This is an optimization exercise on Yosys and OpenROAD, whose aim is small area and a short achievable clock period, not a production implementation. Where RTL was checked, it was by simulation tests only, not by an equivalence proof against the original. Power is estimated from default activity; no workload was simulated.

==> flow/design.v <==
module instruction_fetch_unit #(
  parameter int MEM_DEPTH = 64,
  parameter int ADDR_W    = 6
) (
  input  logic              clk,
  input  logic              reset,
  input  logic              Load_En,
  input  logic [31:0]       Load_Data,
  input  logic              Start,
  input  logic              Stall,
  output logic [31:0]       Instruction_Code,
  output logic [ADDR_W-1:0] Instr_Addr,
  output logic              Instr_Valid,
  output logic [ADDR_W:0]   Prog_Len,
  output logic              Load_Full,
  output logic              Done
);
  logic              run_q, done_q;
  logic [ADDR_W:0]   len_q;
  logic              nz_q;      
  logic [ADDR_W-1:0] addr_q;
  logic [7:0]        plo_q, phi_q;
  logic              last_q;    
  logic [31:0]       code_q;
  logic [31:0]       mem [MEM_DEPTH];
  logic idle, full, load, start, adv, fin, hold, take;
  assign idle  = !run_q && !done_q;
  assign full  = len_q[ADDR_W];
  assign load  = idle && Load_En && !full;
  assign start = !reset && ((idle && !Load_En && Start && nz_q) || (done_q && Start));
  assign adv   = !reset && run_q && !Stall && !last_q;
  assign fin   = run_q && !Stall && last_q;
  assign hold  = !reset && run_q && Stall;
  assign take  = start || adv;
  logic [MEM_DEPTH-1:0] keep, wr;
  always_comb begin
    for (int i = 0; i < MEM_DEPTH; i++) begin
      keep[i] = (len_q > (ADDR_W+1)'(i));
      wr[i]   = load && (len_q[ADDR_W-1:0] == ADDR_W'(i));
    end
  end
  always_ff @(posedge clk) begin
    for (int i = 0; i < MEM_DEPTH; i++)
      mem[i] <= ({32{keep[i]}} & mem[i]) | ({32{wr[i]}} & Load_Data);
  end
  logic [31:0] rd;
  always_comb begin
    rd = '0;
    for (int i = 0; i < MEM_DEPTH; i++)
      rd = rd | ({32{plo_q[i%8] & phi_q[i/8]}} & mem[i]);
  end
  always_ff @(posedge clk) begin
    code_q <= ({32{take}} & rd) | ({32{hold}} & code_q);
    if (reset) begin
      run_q  <= 1'b0;
      done_q <= 1'b0;
      len_q  <= '0;
      nz_q   <= 1'b0;
      addr_q <= '0;
      plo_q  <= 8'd1;
      phi_q  <= 8'd1;
      last_q <= 1'b0;
    end else begin
      if (load) begin
        len_q <= len_q + (ADDR_W+1)'(1);
        nz_q  <= 1'b1;
      end
      if (start) begin
        run_q  <= 1'b1;
        done_q <= 1'b0;
        addr_q <= '0;
        plo_q  <= 8'd2;
        phi_q  <= 8'd1;
        last_q <= (len_q == (ADDR_W+1)'(1));
      end else if (adv) begin
        addr_q <= addr_q + ADDR_W'(1);
        plo_q  <= {plo_q[6:0], plo_q[7]};
        if (plo_q[7]) phi_q <= {phi_q[6:0], phi_q[7]};
        last_q <= (({1'b0, addr_q} + (ADDR_W+1)'(2)) == len_q);
      end else if (fin) begin
        run_q  <= 1'b0;
        done_q <= 1'b1;
        plo_q  <= 8'd1;
        phi_q  <= 8'd1;
      end
    end
  end
  assign Instruction_Code = code_q;
  assign Instr_Addr       = addr_q;
  assign Instr_Valid      = run_q;
  assign Prog_Len         = len_q;
  assign Load_Full        = full;
  assign Done             = done_q;
endmodule
export LEC_CHECK = 0
export CAP_MARGIN = 20
export CORE_MARGIN = 2
export CORE_UTILIZATION = 50
export SLEW_MARGIN = 20
create_clock -name core_clock -period 5.0 [get_ports {clk}]
run.sh (not shown) runs the stock make flow with config.mk's settings and CLKGATE_MAP_FILE= SYNTH_SCRIPT=/design/flow/synth_recipe.tcl, a recipe that flattens the netlist after the stock synthesis.
Edit:
--- a/flow/design.v
+++ b/flow/design.v
@@ -20,5 +20,5 @@
   logic              nz_q;      
   logic [ADDR_W-1:0] addr_q;
-  logic [7:0]        plo_q, phi_q;
+  logic [ADDR_W-1:0] ptr_q;     
   logic              last_q;    
   logic [31:0]       code_q;
@@ -48,6 +48,8 @@
     rd = '0;
     for (int i = 0; i < MEM_DEPTH; i++)
-      rd = rd | ({32{plo_q[i%8] & phi_q[i/8]}} & mem[i]);
+      rd = rd | ({32{ptr_q == ADDR_W'(i)}} & mem[i]);
   end
+  logic [ADDR_W-1:0] ptr_inc;
+  assign ptr_inc = ptr_q + ADDR_W'(1);
   always_ff @(posedge clk) begin
     code_q <= ({32{take}} & rd) | ({32{hold}} & code_q);
@@ -58,6 +60,5 @@
       nz_q   <= 1'b0;
       addr_q <= '0;
-      plo_q  <= 8'd1;
-      phi_q  <= 8'd1;
+      ptr_q  <= '0;
       last_q <= 1'b0;
     end else begin
@@ -70,17 +71,14 @@
         done_q <= 1'b0;
         addr_q <= '0;
-        plo_q  <= 8'd2;
-        phi_q  <= 8'd1;
+        ptr_q  <= ADDR_W'(1);
         last_q <= (len_q == (ADDR_W+1)'(1));
       end else if (adv) begin
-        addr_q <= addr_q + ADDR_W'(1);
-        plo_q  <= {plo_q[6:0], plo_q[7]};
-        if (plo_q[7]) phi_q <= {phi_q[6:0], phi_q[7]};
-        last_q <= (({1'b0, addr_q} + (ADDR_W+1)'(2)) == len_q);
+        addr_q <= ptr_q;
+        ptr_q  <= ptr_inc;
+        last_q <= (({1'b0, ptr_q} + (ADDR_W+1)'(1)) == len_q);
       end else if (fin) begin
         run_q  <= 1'b0;
         done_q <= 1'b1;
-        plo_q  <= 8'd1;
-        phi_q  <= 8'd1;
+        ptr_q  <= '0;
       end
     end
=> Critical path depth climbs by 5; power drops by 0.75%; wire length climbs by 16%; setup slack got worse by 820 ps; clock skew climbs by 23 ps; maximum frequency drops by 18%; worst hold slack got worse by 20 ps; final area drops by 0.64%; cell count drops by 1.0%; combinational power stays flat; synthesized cell count drops by 2.9%; area after synthesis drops by 2.0%.

========
## branch pepper
Another version of the RTL of instruction_fetch_unit (not shown whole).
For scale: roughly 5500 cells after synthesis, roughly 73000 um2 of cells after synthesis.
==> module instruction_fetch_unit, before the edit <==
module instruction_fetch_unit #(
  parameter int MEM_DEPTH = 64,
  parameter int ADDR_W    = 6
) (
  input  logic              clk,
  input  logic              reset,
  input  logic              Load_En,
  input  logic [31:0]       Load_Data,
  input  logic              Start,
  input  logic              Stall,
  output logic [31:0]       Instruction_Code,
  output logic [ADDR_W-1:0] Instr_Addr,
  output logic              Instr_Valid,
  output logic [ADDR_W:0]   Prog_Len,
  output logic              Load_Full,
  output logic              Done
);
  logic              run_q, done_q;
  logic [ADDR_W:0]   len_q;
  logic              nz_q;      
  logic [ADDR_W-1:0] addr_q;
  logic              last_q;    
  logic              phase_q;   
  logic [31:0]       code_q;
  logic [MEM_DEPTH-1:0][31:0] ring;
  logic              vld_o, done_o;
  logic [ADDR_W:0]   len_o;
  logic [ADDR_W-1:0] addr_o;
  logic idle, full, load, start, adv, fin, hold, take;
  assign idle  = !run_q && !done_q;
  assign full  = len_q[ADDR_W];
  assign load  = idle && Load_En && !full;
  assign start = !reset && ((idle && !Load_En && Start && nz_q) || (done_q && Start));
  assign adv   = !reset && run_q && !Stall && !last_q;
  assign fin   = run_q && !Stall && last_q;
  assign hold  = !reset && run_q && Stall;
  assign take  = start || adv;
  logic [31:0] wdata;
  assign wdata = (idle && Load_En) ? (Load_Data ^ {32{phase_q}}) : ring[0];
  logic [MEM_DEPTH-1:0] eq, eq1, gt, ge1;
  always_comb begin
    for (int p = 0; p < MEM_DEPTH; p++) begin
      eq[p]  = (len_q == (ADDR_W+1)'(p));
      eq1[p] = (len_q == (ADDR_W+1)'(p + 1));
      gt[p]  = (len_q >  (ADDR_W+1)'(p + 1));
      ge1[p] = (len_q >  (ADDR_W+1)'(p));
    end
  end
  logic [MEM_DEPTH-1:0][31:0] ring_n, ring_d;
  assign ring_n = {32'b0, ring[MEM_DEPTH-1:1]};
  for (genvar g = 0; g < MEM_DEPTH; g++) begin : g_slot
    logic hd, sh, wr;
    ifu_slot_ctrl u_ctrl (
      .load(load), .take(take), .eq(eq[g]), .eq1(eq1[g]), .gt(gt[g]), .ge1(ge1[g]),
      .hd(hd), .sh(sh), .wr(wr)
    );
    ifu_slot_gate u_gate (
      .hd(hd), .sh(sh), .wr(wr),
      .q(ring[g]), .n(ring_n[g]), .w(wdata),
      .d(ring_d[g])
    );
  end
  always_ff @(posedge clk) ring <= ring_d;
  always_ff @(posedge clk) begin
    phase_q <= reset ? 1'b0 : !phase_q;
    code_q  <= ({32{take}} & (ring[0] ^ {32{phase_q}})) | ({32{hold}} & code_q);
    if (reset) begin
      run_q  <= 1'b0;
      done_q <= 1'b0;
      len_q  <= '0;
      nz_q   <= 1'b0;
      addr_q <= '0;
      last_q <= 1'b0;
      vld_o  <= 1'b0;
      done_o <= 1'b0;
      len_o  <= '0;
      addr_o <= '0;
    end else begin
      if (load) begin
        len_q <= len_q + (ADDR_W+1)'(1);
        len_o <= len_o + (ADDR_W+1)'(1);
        nz_q  <= 1'b1;
      end
      if (start) begin
        run_q  <= 1'b1;
        done_q <= 1'b0;
        vld_o  <= 1'b1;
        done_o <= 1'b0;
        addr_q <= '0;
        addr_o <= '0;
        last_q <= (len_q == (ADDR_W+1)'(1));
      end else if (adv) begin
        addr_q <= addr_q + ADDR_W'(1);
        addr_o <= addr_o + ADDR_W'(1);
        last_q <= (({1'b0, addr_q} + (ADDR_W+1)'(2)) == len_q);
      end else if (fin) begin
        run_q  <= 1'b0;
        done_q <= 1'b1;
        vld_o  <= 1'b0;
        done_o <= 1'b1;
      end
    end
  end
  assign Instruction_Code = code_q;
  assign Instr_Addr       = addr_o;
  assign Instr_Valid      = vld_o;
  assign Prog_Len         = len_o;
  assign Load_Full        = len_o[ADDR_W];
  assign Done             = done_o;
endmodule
==> module ifu_slot_ctrl, before the edit <==
module ifu_slot_ctrl (
  input  logic load,
  input  logic take,
  input  logic eq,
  input  logic eq1,
  input  logic gt,
  input  logic ge1,
  output logic hd,
  output logic sh,
  output logic wr
);
  assign wr = (load & eq) | (take & eq1);
  assign sh = take & gt;
  assign hd = !((load & eq) | (take & ge1));
endmodule
Settings: LEC_CHECK=0, ABC_CLOCK_PERIOD_IN_PS=2300, CAP_MARGIN=20, CELL_PAD_IN_SITES_DETAIL_PLACEMENT=1, CORE_MARGIN=2, CORE_UTILIZATION=45, CTS_CLUSTER_DIAMETER=80, CTS_CLUSTER_SIZE=24, SETUP_SLACK_MARGIN=2.6, SLEW_MARGIN=20, SYNTH_HIERARCHICAL=1; clock period 5.0 ns.
Here is what was changed in the inputs of branch delta compared with branch pepper.
-- flow/design.v --
<<< branch pepper, line 22
  logic              last_q;    
  logic              phase_q;   
  logic [31:0]       code_q;
  logic [MEM_DEPTH-1:0][31:0] ring;
>>> branch delta, line 22
  logic              last_q;    
  logic              phase_q;   
  logic              load_q;    
  logic              rot_q;     
  logic [31:0]       data_q;    
  logic [31:0]       code_q;
  logic [MEM_DEPTH-1:0][31:0] ring;
<<< branch pepper, line 37
  assign take  = start || adv;
  logic [31:0] wdata;
  assign wdata = (idle && Load_En) ? (Load_Data ^ {32{phase_q}}) : ring[0];
  logic [MEM_DEPTH-1:0] eq, eq1, gt, ge1;
  always_comb begin
    for (int p = 0; p < MEM_DEPTH; p++) begin
      eq[p]  = (len_q == (ADDR_W+1)'(p));
      eq1[p] = (len_q == (ADDR_W+1)'(p + 1));
      gt[p]  = (len_q >  (ADDR_W+1)'(p + 1));
      ge1[p] = (len_q >  (ADDR_W+1)'(p));
    end
  end
  logic [MEM_DEPTH-1:0][31:0] ring_n, ring_d;
  assign ring_n = {32'b0, ring[MEM_DEPTH-1:1]};
>>> branch delta, line 40
  assign take  = start || adv;
  logic [31:0] wdata;
  assign wdata = load_q ? (data_q ^ {32{phase_q}}) : ring[0];
  logic [31:0] head;
  always_comb begin
    if (load_q && (len_q == (ADDR_W+1)'(1)))
      head = data_q;
    else if (rot_q)
      head = ring[1] ^ {32{phase_q}};
    else
      head = ring[0] ^ {32{phase_q}};
  end
  logic [MEM_DEPTH-1:0] eq1, gt;
  always_comb begin
    for (int p = 0; p < MEM_DEPTH; p++) begin
      eq1[p] = (len_q == (ADDR_W+1)'(p + 1));
      gt[p]  = (len_q >  (ADDR_W+1)'(p + 1));
    end
  end
  logic act_q;
  assign act_q = load_q || rot_q;
  logic [MEM_DEPTH-1:0][31:0] ring_n, ring_d;
  assign ring_n = {32'b0, ring[MEM_DEPTH-1:1]};
<<< branch pepper, line 52
    logic hd, sh, wr;
    ifu_slot_ctrl u_ctrl (
      .load(load), .take(take), .eq(eq[g]), .eq1(eq1[g]), .gt(gt[g]), .ge1(ge1[g]),
      .hd(hd), .sh(sh), .wr(wr)
    );
>>> branch delta, line 64
    logic hd, sh, wr;
    ifu_slot_ctrl u_ctrl (
      .act(act_q), .rot(rot_q), .eq1(eq1[g]), .gt(gt[g]),
      .hd(hd), .sh(sh), .wr(wr)
    );
<<< branch pepper, line 64
  always_ff @(posedge clk) begin
    phase_q <= reset ? 1'b0 : !phase_q;
    code_q  <= ({32{take}} & (ring[0] ^ {32{phase_q}})) | ({32{hold}} & code_q);
    if (reset) begin
      run_q  <= 1'b0;
>>> branch delta, line 76
  always_ff @(posedge clk) begin
    phase_q <= reset ? 1'b0 : !phase_q;
    code_q  <= ({32{take}} & head) | ({32{hold}} & code_q);
    load_q  <= load && !reset;
    rot_q   <= take;
    data_q  <= Load_Data;
    if (reset) begin
      run_q  <= 1'b0;
<<< branch pepper, line 110
endmodule
module ifu_slot_ctrl (
  input  logic load,
  input  logic take,
  input  logic eq,
  input  logic eq1,
  input  logic gt,
  input  logic ge1,
  output logic hd,
  output logic sh,
  output logic wr
);
  assign wr = (load & eq) | (take & eq1);
  assign sh = take & gt;
  assign hd = !((load & eq) | (take & ge1));
endmodule
module ifu_slot_gate (
>>> branch delta, line 125
endmodule
module ifu_slot_ctrl (
  input  logic act,
  input  logic rot,
  input  logic eq1,
  input  logic gt,
  output logic hd,
  output logic sh,
  output logic wr
);
  assign wr = act & eq1;
  assign sh = rot & gt;
  assign hd = !(wr | sh);
endmodule
module ifu_slot_gate (
Notes after the runs:
- For the area after synthesis, branch delta came in about 1.8% higher than branch pepper did.
- The count of non-CTS buffers in the layout in branch delta sits 67 below the value recorded for branch pepper.
- When the final numbers for branch pepper and branch delta were put side by side, the count of multi-input combinational gates turned out to be greater in branch delta.
- branch delta vs branch pepper, instance count: branch delta higher
- Lower final wirelength goes to branch delta over branch pepper.
- Side by side, flip-flop and latch count turned out higher in branch delta than in branch pepper.
- Total chip power (higher): branch delta
- On worst IR drop on VDD, the lower figure sits with branch pepper, not branch delta.
- Comparing branch pepper and branch delta, detailed-router iteration count before antenna repair is higher on branch delta.
- The initial antenna violation count number comes out higher for branch delta vs branch pepper.
- branch delta against branch pepper: cell area now smaller, clock transition at the registers of the reported paths comparable, number of standard cells after synthesis now larger.
No run of this note included a check of the RTL's function; only the layout flow was run.

[afterwards: timing with drivers on the ports]
No port has a modelled driver above. Below, the same layouts with a new extraction and two added sets of constraints.
Step 1: set_driving_cell puts a clkbuf_16 on clk and a buf_2 on each other input, an assumption about the parent block.
Step 2 adds t to the input delays and takes it off the output delays; t is the mean of the earliest and latest rising clock arrival at the registers after step 1. Input paths then give back, and output paths get back, about the clock's delay inside the block.
Three values: no drivers, after step 1, after step 2; two values: the first two.
run	t, ns	slack for setup (ns)	slew at the worst register clock pin (ns)
the first run of note 1	0.911	1.228 / 1.228 / 1.047	0.07 / 0.07
the second run of note 1	0.924	0.408 / 0.408 / 0.408	0.07 / 0.07
branch pepper	0.840	2.428 / 2.428 / 1.673	0.11 / 0.11
branch delta	0.843	2.429 / 2.429 / 1.897	0.10 / 0.10
After both steps setup and hold are still met in every run listed. The setup slack of branch pepper, which loses most, moves by 0.000 ns with the drivers and by -0.755 ns with both steps.
